This design comes from an exercise in tuning for small area, a short achievable clock period and few clock cycles on the open sky130 flow, not from production work.
In this exercise RTL edits were held to simulation tests only and were not proved equivalent to the original.
The clock port is modelled as an ideal driver, which makes a skipped or thinned clock tree look cheaper than it is; a real chip needs a root buffer or a tree.
Power is estimated from default activity; no workload was simulated.

==> run K: inputs <==
==> flow/design.v <==
`timescale 1ns / 1ps
package wnm_pkg;
    localparam int MAX_PATTERN = 32;
    localparam int POS_W       = MAX_PATTERN + 1;
    localparam int LEN_W       = $clog2(MAX_PATTERN + 1);
    localparam logic [7:0] ANY_ONE = 8'd63;
    localparam logic [7:0] ANY_RUN = 8'd42;
    localparam logic [7:0] CODE_ANY_ONE = 8'h2B;
    localparam logic CMD_LOAD = 1'b0;
    localparam logic CMD_NAME = 1'b1;
    typedef struct packed {
        logic matched;
        logic pattern_overflow;
    } t_result;
endpackage
`timescale 1ns / 1ps
module wnm_cell (
    input  logic       i_clk,
    input  logic       i_shift,
    input  logic [7:0] i_d,
    input  logic [7:0] i_ch,
    output logic [7:0] o_q,
    output logic       o_hit,
    output logic       o_star
);
    logic [7:0] r_byte;
    logic       wild;
    always_ff @(posedge i_clk) begin
        if (i_shift) begin
            r_byte <= i_d;
        end
    end
    assign wild   = (r_byte[7:1] == wnm_pkg::ANY_RUN[7:1]);
    assign o_q    = r_byte;
    assign o_star = wild && !r_byte[0];
    assign o_hit  = (wild && r_byte[0]) || (r_byte == i_ch);
endmodule
`timescale 1ns / 1ps
module wnm_out_skid (
    input  logic             i_clk,
    input  logic             i_rst_n,
    input  logic             i_push,
    input  logic             i_push_next,
    input  wnm_pkg::t_result i_data,
    output logic             o_ready,
    output logic             o_valid,
    input  logic             i_ready,
    output wnm_pkg::t_result o_data
);
    logic    r_out_valid;
    logic    n_out_valid;
    wnm_pkg::t_result r_out;
    wnm_pkg::t_result n_out;
    logic    r_skid_valid;
    logic    n_skid_valid;
    wnm_pkg::t_result r_skid;
    wnm_pkg::t_result n_skid;
    logic    out_free;
    logic    r_ready;
    assign out_free = !r_out_valid || i_ready;
    always_comb begin
        n_out_valid  = r_out_valid;
        n_out        = r_out;
        n_skid_valid = r_skid_valid;
        n_skid       = r_skid;
        if (out_free) begin
            if (r_skid_valid) begin
                n_out_valid  = 1'b1;
                n_out        = r_skid;
                n_skid_valid = i_push;
                n_skid       = i_data;
            end else begin
                n_out_valid  = i_push;
                n_out        = i_data;
            end
        end else if (i_push) begin
            n_skid_valid = 1'b1;
            n_skid       = i_data;
        end
    end
    always_ff @(posedge i_clk) begin
        if (!i_rst_n) begin
            r_out_valid  <= 1'b0;
            r_skid_valid <= 1'b0;
            r_ready      <= 1'b1;
        end else begin
            r_out_valid  <= n_out_valid;
            r_skid_valid <= n_skid_valid;
            r_ready      <= !n_out_valid || (!n_skid_valid && !i_push_next);
        end
    end
    always_ff @(posedge i_clk) begin
        r_out  <= n_out;
        r_skid <= n_skid;
    end
    assign o_ready = r_ready;
    assign o_valid = r_out_valid;
    assign o_data  = r_out;
endmodule
`timescale 1ns / 1ps
module wildcard_name_matcher (
    input  logic       i_clk,
    input  logic       i_rst_n,
    input  logic       i_valid,
    output logic       o_ready,
    input  logic       i_cmd,
    input  logic [7:0] i_ch,
    input  logic       i_last,
    output logic       o_valid,
    input  logic       i_ready,
    output logic       o_matched,
    output logic       o_pattern_overflow
);
    localparam int N  = wnm_pkg::MAX_PATTERN;
    localparam int LW = wnm_pkg::LEN_W;
    logic [LW-1:0]  r_cnt;            
    logic [LW-1:0]  r_len;            
    logic           r_lstar;          
    logic           r_ovf;
    logic           r_load_restart;
    logic           r_name_restart;
    logic [N:0]     r_act;
    logic           in_fire;
    logic           ch_swap;
    logic [7:0]     ch_code;
    logic           r_in_v;
    logic           r_in_cmd;
    logic [7:0]     r_in_ch;
    logic           r_in_last;
    logic           load_fire;
    logic           name_fire;
    logic           ch_star;
    logic [LW-1:0]  ld_cnt;
    logic [LW-1:0]  ld_len;
    logic           ld_lstar;
    logic           ld_ovf;
    logic           ld_room;
    logic           shift;
    logic [7:0]     d   [N+1];
    logic [N-1:0]   hit;
    logic [N-1:0]   star;
    logic [N:0]     start;
    logic [N:0]     cur;
    logic [N:0]     closed;
    logic [N:0]     step;
    logic           push;
    wnm_pkg::t_result push_data;
    wnm_pkg::t_result out_data;
    assign in_fire = i_valid && o_ready;
    assign ch_swap = (i_ch[7:5] == 3'b001) && i_ch[3] && (i_ch[1:0] == 2'b11) && (i_ch[4] == i_ch[2]);
    assign ch_code = ch_swap ? (i_ch ^ 8'b0001_0100) : i_ch;
    always_ff @(posedge i_clk) begin
        if (!i_rst_n) begin
            r_in_v <= 1'b0;
        end else begin
            r_in_v <= in_fire;
        end
    end
    always_ff @(posedge i_clk) begin
        r_in_cmd  <= i_cmd;
        r_in_ch   <= ch_code;
        r_in_last <= i_last;
    end
    assign load_fire = r_in_v && (r_in_cmd == wnm_pkg::CMD_LOAD);
    assign name_fire = r_in_v && (r_in_cmd == wnm_pkg::CMD_NAME);
    assign ch_star   = (r_in_ch == wnm_pkg::ANY_RUN);
    assign ld_cnt   = r_load_restart ? '0 : r_cnt;
    assign ld_len   = r_load_restart ? '0 : r_len;
    assign ld_lstar = !r_load_restart && r_lstar;
    assign ld_ovf   = !r_load_restart && r_ovf;
    assign ld_room  = (ld_cnt < LW'(N));
    assign shift    = load_fire && ld_room && !(ch_star && ld_lstar);
    assign d[0] = r_in_ch;
    for (genvar i = 0; i < N; i++) begin : g_cell
        wnm_cell u_cell (
            .i_clk   (i_clk),
            .i_shift (shift),
            .i_d     (d[i]),
            .i_ch    (r_in_ch),
            .o_q     (d[i+1]),
            .o_hit   (hit[i]),
            .o_star  (star[i])
        );
    end
    for (genvar q = 0; q <= N; q++) begin : g_pos
        assign start[q] = (r_len == LW'(q));
    end
    assign cur = r_name_restart ? start : r_act;
    for (genvar q = 0; q <= N; q++) begin : g_close
        if (q < N) begin : g_lo
            assign closed[q] = cur[q] || (cur[q+1] && star[q]);
        end else begin : g_hi
            assign closed[q] = cur[q];
        end
    end
    for (genvar q = 0; q <= N; q++) begin : g_step
        logic stay;
        logic move;
        if (q > 0) begin : g_stay
            assign stay = closed[q] && (star[q-1] || !name_fire);
        end else begin : g_nostay
            assign stay = closed[q] && !name_fire;
        end
        if (q < N) begin : g_move
            assign move = closed[q+1] && hit[q] && name_fire;
        end else begin : g_nomove
            assign move = 1'b0;
        end
        assign step[q] = stay || move;
    end
    always_ff @(posedge i_clk) begin
        r_act <= step;
    end
    assign push                       = name_fire && r_in_last;
    assign push_data.matched          = step[0] || (step[1] && star[0]);
    assign push_data.pattern_overflow = r_ovf;
    always_ff @(posedge i_clk) begin
        if (!i_rst_n) begin
            r_cnt          <= '0;
            r_len          <= '0;
            r_lstar        <= 1'b0;
            r_ovf          <= 1'b0;
            r_load_restart <= 1'b1;
            r_name_restart <= 1'b1;
        end else if (load_fire) begin
            r_cnt          <= ld_room ? ld_cnt + LW'(1) : ld_cnt;
            r_len          <= shift ? ld_len + LW'(1) : ld_len;
            r_lstar        <= shift ? ch_star : ld_lstar;
            r_ovf          <= ld_ovf || !ld_room;
            r_load_restart <= r_in_last;
            r_name_restart <= 1'b1;
        end else if (name_fire) begin
            r_name_restart <= r_in_last;
        end
    end
    wnm_out_skid u_out (
        .i_clk       (i_clk),
        .i_rst_n     (i_rst_n),
        .i_push      (push),
        .i_push_next (in_fire && (i_cmd == wnm_pkg::CMD_NAME) && i_last),
        .i_data      (push_data),
        .o_ready     (o_ready),
        .o_valid     (o_valid),
        .i_ready     (i_ready),
        .o_data      (out_data)
    );
    assign o_matched          = out_data.matched;
    assign o_pattern_overflow = out_data.pattern_overflow;
endmodule
==> flow/run.sh <==
#!/bin/bash
# synth_recipe.tcl (not shown) runs the flow's synth.tcl, then flattens the netlist and writes it again
# the make line also repeats each setting of config.mk as NAME=value (left out here)
make -C /OpenROAD-flow-scripts/flow DESIGN_CONFIG=/design/flow/config.mk WORK_HOME=/design/flow/orfs CLKGATE_MAP_FILE= SYNTH_SCRIPT=/design/flow/synth_recipe.tcl finish
==> flow/config.mk <==
export PLATFORM = sky130hd
export DESIGN_NAME = wildcard_name_matcher
export DESIGN_NICKNAME = wildcard_name_matcher
export VERILOG_FILES = /design/flow/design.v
export SDC_FILE = /design/flow/constraint.sdc
export NUM_CORES = 4
export LEC_CHECK = 0
export CAP_MARGIN = 20
export CORE_MARGIN = 2
export CORE_UTILIZATION = 40
export CTS_CLUSTER_DIAMETER = 100
export CTS_CLUSTER_SIZE = 25
export SETUP_SLACK_MARGIN = 2.9
export SLEW_MARGIN = 20
==> flow/constraint.sdc <==
create_clock -name core_clock -period 5.0 [get_ports {i_clk}]
set_input_delay 1.0000 -clock core_clock [delete_from_list [all_inputs] [get_ports {i_clk}]]
set_output_delay 1.0000 -clock core_clock [all_outputs]
set_load 0.01 [all_outputs]
==> inputs of run E, as changes to run K <==
==> flow/flow/run.sh (new file) <==
#!/bin/bash
# The standard layout (standard.sh), except that the clock tree is built by
# flow/clock_tree.tcl in place of clock_tree_synthesis: four root buffers on the
# clock port, each driving the leaf buffers of the flip-flop groups near it.
set -euo pipefail
bash standard.sh synth > synth.log 2>&1
bash standard.sh "PRE_CTS_TCL=$PWD/flow/clock_tree.tcl" finish > layout.log 2>&1
==> flow/flow/clock_tree.tcl (new file) <==
# Two-level clock tree built by hand in place of clock_tree_synthesis. The
# flip-flops are split into groups of about GROUP sinks by location (vertical
# strips, cut along y); each group gets a clkbuf_16 leaf at its centroid. The
# leaves are split the same way among ROOTS clkbuf_16 roots, each at the
# centroid of its leaves and driven by the clock port.
set group 25
set roots 4
set block [ord::get_db_block]
set db [ord::get_db]
set clknet [$block findNet i_clk]
set master [$db findMaster sky130_fd_sc_hd__clkbuf_16]

# split items {obj x y} into about n groups of nearby items
proc mcts_split {items n} {
  set cnt [llength $items]
  set nstrips [expr {max(1, int(round(sqrt($n))))}]
  set items [lsort -integer -index 1 $items]
  set per_strip [expr {int(ceil(double($cnt)/$nstrips))}]
  set groups {}
  for {set s 0} {$s < $nstrips} {incr s} {
    set strip [lrange $items [expr {$s*$per_strip}] [expr {($s+1)*$per_strip-1}]]
    set m [llength $strip]
    if {$m == 0} continue
    set strip [lsort -integer -index 2 $strip]
    set ng [expr {max(1, int(round(double($m) * $n / $cnt)))}]
    set per [expr {int(ceil(double($m)/$ng))}]
    for {set g 0} {$g < $ng} {incr g} {
      set mem [lrange $strip [expr {$g*$per}] [expr {($g+1)*$per-1}]]
      if {[llength $mem]} { lappend groups $mem }
    }
  }
  return $groups
}

proc mcts_centroid {mem} {
  set sx 0; set sy 0
  foreach e $mem { incr sx [lindex $e 1]; incr sy [lindex $e 2] }
  return [list [expr {$sx / [llength $mem]}] [expr {$sy / [llength $mem]}]]
}

proc mcts_buffer {block master name x y in_net out_net} {
  set buf [odb::dbInst_create $block $master $name]
  $buf setLocation $x $y
  $buf setPlacementStatus PLACED
  [$buf findITerm A] connect $in_net
  [$buf findITerm X] connect $out_net
  return $buf
}

set sinks {}
foreach it [$clknet getITerms] {
  set inst [$it getInst]
  set bb [$inst getBBox]
  lappend sinks [list $it [expr {([$bb xMin]+[$bb xMax])/2}] [expr {([$bb yMin]+[$bb yMax])/2}]]
}
set n [llength $sinks]
set leaf_groups [mcts_split $sinks [expr {int(ceil(double($n)/$group))}]]

# leaves: each group's clock pins move to a new net driven by its leaf
set leaves {}
set gi 0
foreach mem $leaf_groups {
  set net [odb::dbNet_create $block "mcts_leaf_net_$gi"]
  $net setSigType CLOCK
  foreach e $mem {
    set it [lindex $e 0]
    $it disconnect
    $it connect $net
  }
  lassign [mcts_centroid $mem] cx cy
  lappend leaves [list $gi $cx $cy $net]
  incr gi
}

# roots: each drives the leaves nearest to it and hangs on the clock net
set ri 0
foreach mem [mcts_split $leaves $roots] {
  set rnet [odb::dbNet_create $block "mcts_root_net_$ri"]
  $rnet setSigType CLOCK
  foreach e $mem {
    lassign $e li lx ly lnet
    mcts_buffer $block $master "mcts_leaf_$li" $lx $ly $rnet $lnet
  }
  lassign [mcts_centroid $mem] rx ry
  mcts_buffer $block $master "mcts_root_$ri" $rx $ry $clknet $rnet
  puts "mcts root $ri at $rx $ry drives [llength $mem] leaves"
  incr ri
}
puts "mcts: $n sinks, $gi leaves, $ri roots"
detailed_placement

# the tree is built: clock_tree_synthesis only marks the clock propagated
rename clock_tree_synthesis mcts_unused_clock_tree_synthesis
proc clock_tree_synthesis {args} {
  set_propagated_clock [all_clocks]
}
==> flow/standard.sh (new file) <==
#!/bin/bash
# synth_recipe.tcl (not shown) runs the flow's synth.tcl, then flattens the netlist and writes it again
# the make line also repeats each setting of config.mk as NAME=value (left out here)
make -C /OpenROAD-flow-scripts/flow DESIGN_CONFIG=/design/flow/config.mk WORK_HOME=/design/flow/orfs CLKGATE_MAP_FILE= SYNTH_SCRIPT=/design/flow/synth_recipe.tcl "${@:-finish}"
CTS_CLUSTER_DIAMETER = unset   (was 100)
CTS_CLUSTER_SIZE = unset   (was 25)
SETUP_SLACK_MARGIN = 3.05   (was 2.9)
removed: flow/run.sh
==> inputs of run F, as changes to run K <==
==> flow/flow/run.sh (new file) <==
#!/bin/bash
# The standard layout (standard.sh), except that the clock tree is built by
# flow/clock_tree.tcl (a root buffer driving one leaf buffer per group of about
# 25 flip-flops) in place of clock_tree_synthesis.
set -euo pipefail
bash standard.sh synth > synth.log 2>&1
bash standard.sh "PRE_CTS_TCL=$PWD/flow/clock_tree.tcl" finish > layout.log 2>&1
==> flow/flow/clock_tree.tcl (new file) <==
# Two-level clock tree built by hand in place of clock_tree_synthesis: the
# flip-flops are split into groups of about GROUP sinks by location (vertical
# strips, cut along y), each group gets a clkbuf_16 leaf at its centroid, and
# one clkbuf_16 root next to the clock port drives every leaf.
set group 25
set block [ord::get_db_block]
set db [ord::get_db]
set clknet [$block findNet i_clk]
set master [$db findMaster sky130_fd_sc_hd__clkbuf_16]
set rootnet [odb::dbNet_create $block "mcts_root"]
$rootnet setSigType CLOCK
set root [odb::dbInst_create $block $master "mcts_root_buf"]
set pbb [[lindex [[$block findBTerm i_clk] getBPins] 0] getBBox]
set core [$block getCoreArea]
set rx [expr {min(max(([$pbb xMin]+[$pbb xMax])/2, [$core xMin]), [$core xMax] - 10000)}]
set ry [expr {min(max(([$pbb yMin]+[$pbb yMax])/2, [$core yMin]), [$core yMax] - 10000)}]
set sinks {}
foreach it [$clknet getITerms] {
  set inst [$it getInst]
  if {[[$inst getMaster] isSequential] || [$it getMTerm] ne "" && [[$it getMTerm] getName] eq "CLK"} {
    set bb [$inst getBBox]
    lappend sinks [list $it [expr {([$bb xMin]+[$bb xMax])/2}] [expr {([$bb yMin]+[$bb yMax])/2}]]
  }
}
set n [llength $sinks]
set ngroups [expr {int(ceil(double($n)/$group))}]
set nstrips [expr {max(1, int(round(sqrt($ngroups))))}]
set sinks [lsort -integer -index 1 $sinks]
set per_strip [expr {int(ceil(double($n)/$nstrips))}]
set gi 0
for {set s 0} {$s < $nstrips} {incr s} {
  set strip [lrange $sinks [expr {$s*$per_strip}] [expr {($s+1)*$per_strip-1}]]
  set strip [lsort -integer -index 2 $strip]
  set m [llength $strip]
  set ng [expr {max(1, int(round(double($m)/$group)))}]
  set per [expr {int(ceil(double($m)/$ng))}]
  for {set g 0} {$g < $ng} {incr g} {
    set mem [lrange $strip [expr {$g*$per}] [expr {($g+1)*$per-1}]]
    if {[llength $mem] == 0} continue
    set sx 0; set sy 0
    foreach e $mem { incr sx [lindex $e 1]; incr sy [lindex $e 2] }
    set cx [expr {$sx / [llength $mem]}]
    set cy [expr {$sy / [llength $mem]}]
    set buf [odb::dbInst_create $block $master "mcts_leaf_$gi"]
    $buf setLocation $cx $cy
    $buf setPlacementStatus PLACED
    set net [odb::dbNet_create $block "mcts_net_$gi"]
    $net setSigType CLOCK
    [$buf findITerm A] connect $rootnet
    [$buf findITerm X] connect $net
    foreach e $mem {
      set it [lindex $e 0]
      $it disconnect
      $it connect $net
    }
    puts "mcts leaf $gi: [llength $mem] sinks at $cx $cy"
    incr gi
  }
}
# the root sits at the middle of its leaves, pulled towards the clock port
set lx 0; set ly 0
for {set i 0} {$i < $gi} {incr i} {
  set bb [[$block findInst "mcts_leaf_$i"] getBBox]
  incr lx [$bb xMin]; incr ly [$bb yMin]
}
set rx [expr {($lx / $gi + $rx) / 2}]
set ry [expr {($ly / $gi + $ry) / 2}]
$root setLocation $rx $ry
$root setPlacementStatus PLACED
[$root findITerm A] connect $clknet
[$root findITerm X] connect $rootnet
puts "mcts root at $rx $ry driving $gi leaves"
detailed_placement

# the tree is built: clock_tree_synthesis only marks the clock propagated
rename clock_tree_synthesis mcts_unused_clock_tree_synthesis
proc clock_tree_synthesis {args} {
  set_propagated_clock [all_clocks]
}
==> flow/standard.sh (new file) <==
#!/bin/bash
# synth_recipe.tcl (not shown) runs the flow's synth.tcl, then flattens the netlist and writes it again
# the make line also repeats each setting of config.mk as NAME=value (left out here)
make -C /OpenROAD-flow-scripts/flow DESIGN_CONFIG=/design/flow/config.mk WORK_HOME=/design/flow/orfs CLKGATE_MAP_FILE= SYNTH_SCRIPT=/design/flow/synth_recipe.tcl "${@:-finish}"
CORE_UTILIZATION = 65   (was 40)
CTS_CLUSTER_DIAMETER = unset   (was 100)
CTS_CLUSTER_SIZE = unset   (was 25)
PLACE_DENSITY = 0.75   (was unset)
SETUP_SLACK_MARGIN = 2.95   (was 2.9)
removed: flow/run.sh
==> qor summary <==
                                                                          run K           run F           run E
Total of cells resized after clock tree synthesis                            41              38              91
Power consumed by the clock network                                   0.00150 W       0.00122 W       0.00136 W
Clock latency reported for the late side of the worst-skew pair         0.52 ns         0.46 ns         0.33 ns
Register-to-register path setup slack                                   2.91 ns         2.95 ns         2.91 ns
Met3 track demand over resource in global routing                         1.88%           2.09%           1.39%
Number of setup buffers added after CTS                                      11              10              32
Avg WL per Cell                                                         21.0 um         21.6 um         21.8 um
Peak supply drop                                                         187 uV          299 uV          263 uV
Fraction of layout instances using a drive strength above 1               7.97%           7.74%           12.5%
Layout-stage area growth over the synthesis result                        11.3%           8.11%           17.9%
Met1 track demand over resource                                           22.7%           34.4%           24.0%
DPL Wire Length                                                       20,200 um       19,200 um       20,200 um
Inverters, non-clock                                                          8              11               8
Share of cell area taken by multi-input logic gates                       33.9%           35.0%           32.5%
M1 WL                                                                 15,200 um       13,200 um       15,800 um
Status                                                           finished clean  finished clean  finished clean
Testbench counts of run K, summed over its fixed seeds: cycles 32,708.
Testbench counts of run E, summed over its fixed seeds: cycles 32,708.
Testbench counts of run F, summed over its fixed seeds: cycles 32,708.
The clock cells of run E and run F come from the design's own scripts or RTL, not from TritonCTS.

## re-timing with driven ports
No port has a modelled driver above. Below, the same layouts with a new extraction and two added sets of constraints. Step 1: set_driving_cell puts a clkbuf_16 on i_clk and a buf_2 on each other input, an assumption about the parent block. Step 2 also shifts input and output timing later by t, the mid clock arrival at the registers, as if the neighbouring blocks saw the same clock. Three values: ideal, step 1, step 2; two values: the first two.
| run | shift t [ns] | setup WS [ns] | worst setup path at the end | clock arrival spread, ns |
|---|---|---|---|---|
| run K | 0.565 | 2.914 / 2.881 / 2.433 | input to register | 0.023 / 0.023 |
| run E | 0.427 | 2.905 / 2.905 / 2.774 | input to register | 0.017 / 0.017 |
| run F | 0.489 | 2.954 / 2.954 / 2.680 | input to register | 0.014 / 0.014 |
After both steps setup and hold are still met in every run listed. For run K, which loses most, drivers alone change the setup slack by -0.033 ns; drivers and shift together by -0.481 ns.
